This is an optimization exercise on Yosys and OpenROAD, whose aim is small area, not a production implementation. Only simulation tests tie the RTL to the original design; equivalence was not proved.

## run 1
Design pdm_capture_pipeline, start of the top module:
module pdm_capture_pipeline #(
  parameter int CHANNELS   = 4,
  parameter int CIC_ORDER  = 3,
  parameter int CIC_DELAY  = 1,
  parameter int ACC_WIDTH  = 32,
  parameter int PCM_WIDTH  = 16,
  parameter int FIFO_DEPTH = 8,
  localparam int CH_W  = (CHANNELS > 1) ? $clog2(CHANNELS) : 1,
  localparam int CNT_W = $clog2(FIFO_DEPTH) + 1
) (
  input  logic                 clk_i,
  input  logic                 rst_n_i,
  input  logic                 clk_en_i,
  input  logic                 pdm_i,
  input  logic                 pdm_valid_i,
  input  logic [CH_W-1:0]      pdm_channel_i,
  input  logic [6:0]           decimation_i,
  input  logic [4:0]           norm_shift_i,
  input  logic [15:0]          gain_i,
  output logic [PCM_WIDTH-1:0] pcm_o,
  output logic [CH_W-1:0]      pcm_channel_o,
  output logic                 pcm_valid_o,
  input  logic                 pcm_ready_i,
  output logic [CNT_W-1:0]     fifo_count_o,
  output logic                 overflow_o,
  input  logic                 clear_overflow_i
);
  localparam int AW  = CNT_W - 1;
  localparam int SW  = 22;   
  localparam int P2W = 20;   
  logic [SW-1:0]  r_y   [CHANNELS];
  logic [SW-1:0]  r_p1  [CHANNELS];
  logic [P2W-1:0] r_p2  [CHANNELS];
  logic [6:0]     r_cnt [CHANNELS];
  logic [CHANNELS-1:0] r_live;
  logic [CHANNELS-1:0] r_in_sel;
  logic            r_in_bit, w_in_valid;
  logic [6:0]      r_i, r_na;
  logic [CH_W-1:0] w_in_ch;
  logic            r_s2_valid, r_s3_valid, r_s4_valid;
  logic [SW-1:0]   r_s2_data;
  logic [15:0]     r_s3_data, r_s4_data;
  ...
For scale: roughly 2,800 cells after synthesis, roughly 0.031 sq mm of cells after synthesis.
==> flow/config.mk <==
export PLATFORM = sky130hd
export DESIGN_NAME = pdm_capture_pipeline
export DESIGN_NICKNAME = pdm_capture_pipeline
export VERILOG_FILES = /design/flow/design.v
export SDC_FILE = /design/flow/constraint.sdc
export NUM_CORES = 4
export LEC_CHECK = 0
export ABC_AREA = 1
export CAP_MARGIN = 20
export CORE_MARGIN = 2
export CORE_UTILIZATION = 40
export CTS_BUF_LIST = sky130_fd_sc_hd__clkbuf_8
export CTS_CLUSTER_DIAMETER = 60
export CTS_CLUSTER_SIZE = 16
export SLEW_MARGIN = 20
export SYNTH_HIERARCHICAL = 1
export SYNTH_MINIMUM_KEEP_SIZE = 0
==> flow/constraint.sdc <==
create_clock -name core_clock -period 11.0 [get_ports {clk_i}]
set_input_delay 2.2000 -clock core_clock [delete_from_list [all_inputs] [get_ports {clk_i}]]
set_output_delay 2.2000 -clock core_clock [all_outputs]
set_load 0.01 [all_outputs]
run.sh (not shown) runs the stock make flow with config.mk's settings and CLKGATE_MAP_FILE= SYNTH_SCRIPT=/design/flow/synth_recipe.tcl, a recipe that flattens the netlist after the stock synthesis.
Relative to run 1, the following input files were edited for run 2:
==> flow/flow/run.sh (new file) <==
#!/bin/bash
# The standard layout (standard.sh: the standard synthesis, then ORFS to finish) with three
# changes:
#  - Yosys's ABC technology mapping uses flow/abc_area.script (area-oriented &nf mapping, with
#    no buffering or sizing: the layout's repair steps size and buffer the netlist); the
#    ORFS scripts are copied to scripts_area/ with only that file replaced;
#  - the port buffers that global placement inserts are the smallest buffer cell;
#  - clock tree synthesis inserts no dummy loads.
# Each make run's full output goes to its own log here; ORFS keeps each step's log under
# orfs/logs/.
set -euo pipefail
rm -rf scripts_area
cp -r "$FLOW_HOME/scripts" scripts_area
cp flow/abc_area.script scripts_area/abc_area.script
export BUFFER_PORTS_ARGS="-buffer_cell sky130_fd_sc_hd__buf_1"
export CTS_ARGS="-sink_clustering_enable -repair_clock_nets -sink_clustering_size 20 -sink_clustering_max_diameter 50 -buf_list sky130_fd_sc_hd__clkbuf_8 -dont_use_dummy_load"
bash standard.sh SCRIPTS_DIR="$PWD/scripts_area" synth > flow_synth.log 2>&1
bash standard.sh finish > flow_make.log 2>&1
==> flow/flow/abc_area.script (new file) <==
strash
&get -n
&st
&dch
&nf -R 200
&put
topo
stime -c
==> flow/standard.sh (new file) <==
#!/bin/bash
# synth_recipe.tcl (not shown) runs the flow's synth.tcl, then flattens the netlist and writes it again
# the make line also repeats each setting of config.mk as NAME=value (left out here)
make -C /OpenROAD-flow-scripts/flow DESIGN_CONFIG=/design/flow/config.mk WORK_HOME=/design/flow/orfs CLKGATE_MAP_FILE= SYNTH_SCRIPT=/design/flow/synth_recipe.tcl "${@:-finish}"
removed: flow/run.sh
## What came out
Comparing run 2 against run 1, there is no change at all in total of endpoints with negative setup slack in the final report. Relative to run 1, the parity-gate share of the synthesized area counting xor and xnor cells of run 2 is higher by 1.1 points. [compare] base=run 1 new=run 2: number of inserted filler cells in the final layout lower, gate count after technology mapping lower, netlist area before placement lower, layout net count lower. Comparing run 2 and run 1, the lower largest net degree at the start of global routing was measured on run 2.
Here is what was changed in the inputs of run 3 compared with run 2.
==> flow/flow/run.sh <==
#!/bin/bash
# The standard layout (the standard.sh: standard synthesis, then ORFS to finish) with two
# changes: the port buffers that global placement inserts are the smallest buffer cell, and
# clock tree synthesis inserts no dummy loads. Make's full output goes to flow_make.log here;
# ORFS keeps each step's log under orfs/logs/.
set -euo pipefail
export BUFFER_PORTS_ARGS="-buffer_cell sky130_fd_sc_hd__buf_1"
export CTS_ARGS="-sink_clustering_enable -repair_clock_nets -sink_clustering_size 16 -sink_clustering_max_diameter 60 -buf_list sky130_fd_sc_hd__clkbuf_8 -dont_use_dummy_load"
bash standard.sh finish > flow_make.log 2>&1
--- a/flow/config.mk
+++ b/flow/config.mk
@@ -14,0 +15 @@
+export GPL_TIMING_DRIVEN = 0
removed: flow/flow/abc_area.script
## What came out
- The timing startpoint of the critical path comes out r_na[1]$_DFF_P_ in one run and r_i[0]$_DFF_P_ in the other, namely in run 3 and run 2 respectively.
- [compare] base=run 2 new=run 3: sequential cell count shows no meaningful change, floorplan row count shows an increase of 2.0%.
- The combined area of the multi-input logic cells reported for run 3 is greater than that of run 2 by about 2%.
- Logic depth of the worst path, buffers included delta for run 3 relative to run 2: 1 higher
- Comparing run 2 and run 3, the lower minimum clock period is on run 3.
- Between run 2 and run 3, total placed cells including tap cells is lower for run 2, run 3 comes in above that.
- Looking at run 2 and run 3, the highest clock frequency the design can meet is a wash.
- Maximum number of buffers from clock root to sink came out exactly the same in run 2 and run 3.

port drivers added, routing unchanged:
The flow's constraints put no driver on any port. The routed layouts listed below were extracted and timed again, unchanged, in two steps.
Step 1 assumes that a clkbuf_16 drives the clock port and a buf_2 every other input.
Step 2, shift: input delay + t, output delay - t, t = (earliest + latest rising clock arrival at the registers) / 2. This alone moves slack from input paths to output paths.
a / b / c = no drivers / after step 1 / after step 2; a / b = the first two.
| run | t, ns | setup slack, ns | hold WS [ns] | slew at the worst register clock pin (ns) | cell pins on the clock port's net |
|---|---|---|---|---|---|
| run 1 | 0.698 | 0.476 / 0.476 / 0.401 | 0.337 / 0.337 / 0.337 | 0.10 / 0.10 | 1 |
| run 2 | 0.683 | 0.489 / 0.489 / 0.346 | 0.210 / 0.210 / 0.210 | 0.12 / 0.12 | 1 |
| run 3 | 0.658 | 0.507 / 0.507 / 0.507 | 0.335 / 0.335 / 0.335 | 0.11 / 0.11 | 1 |
After both steps setup and hold are still met in every run listed. The setup slack of run 2, which loses most, moves by 0.000 ns with the drivers and by -0.143 ns with both steps.
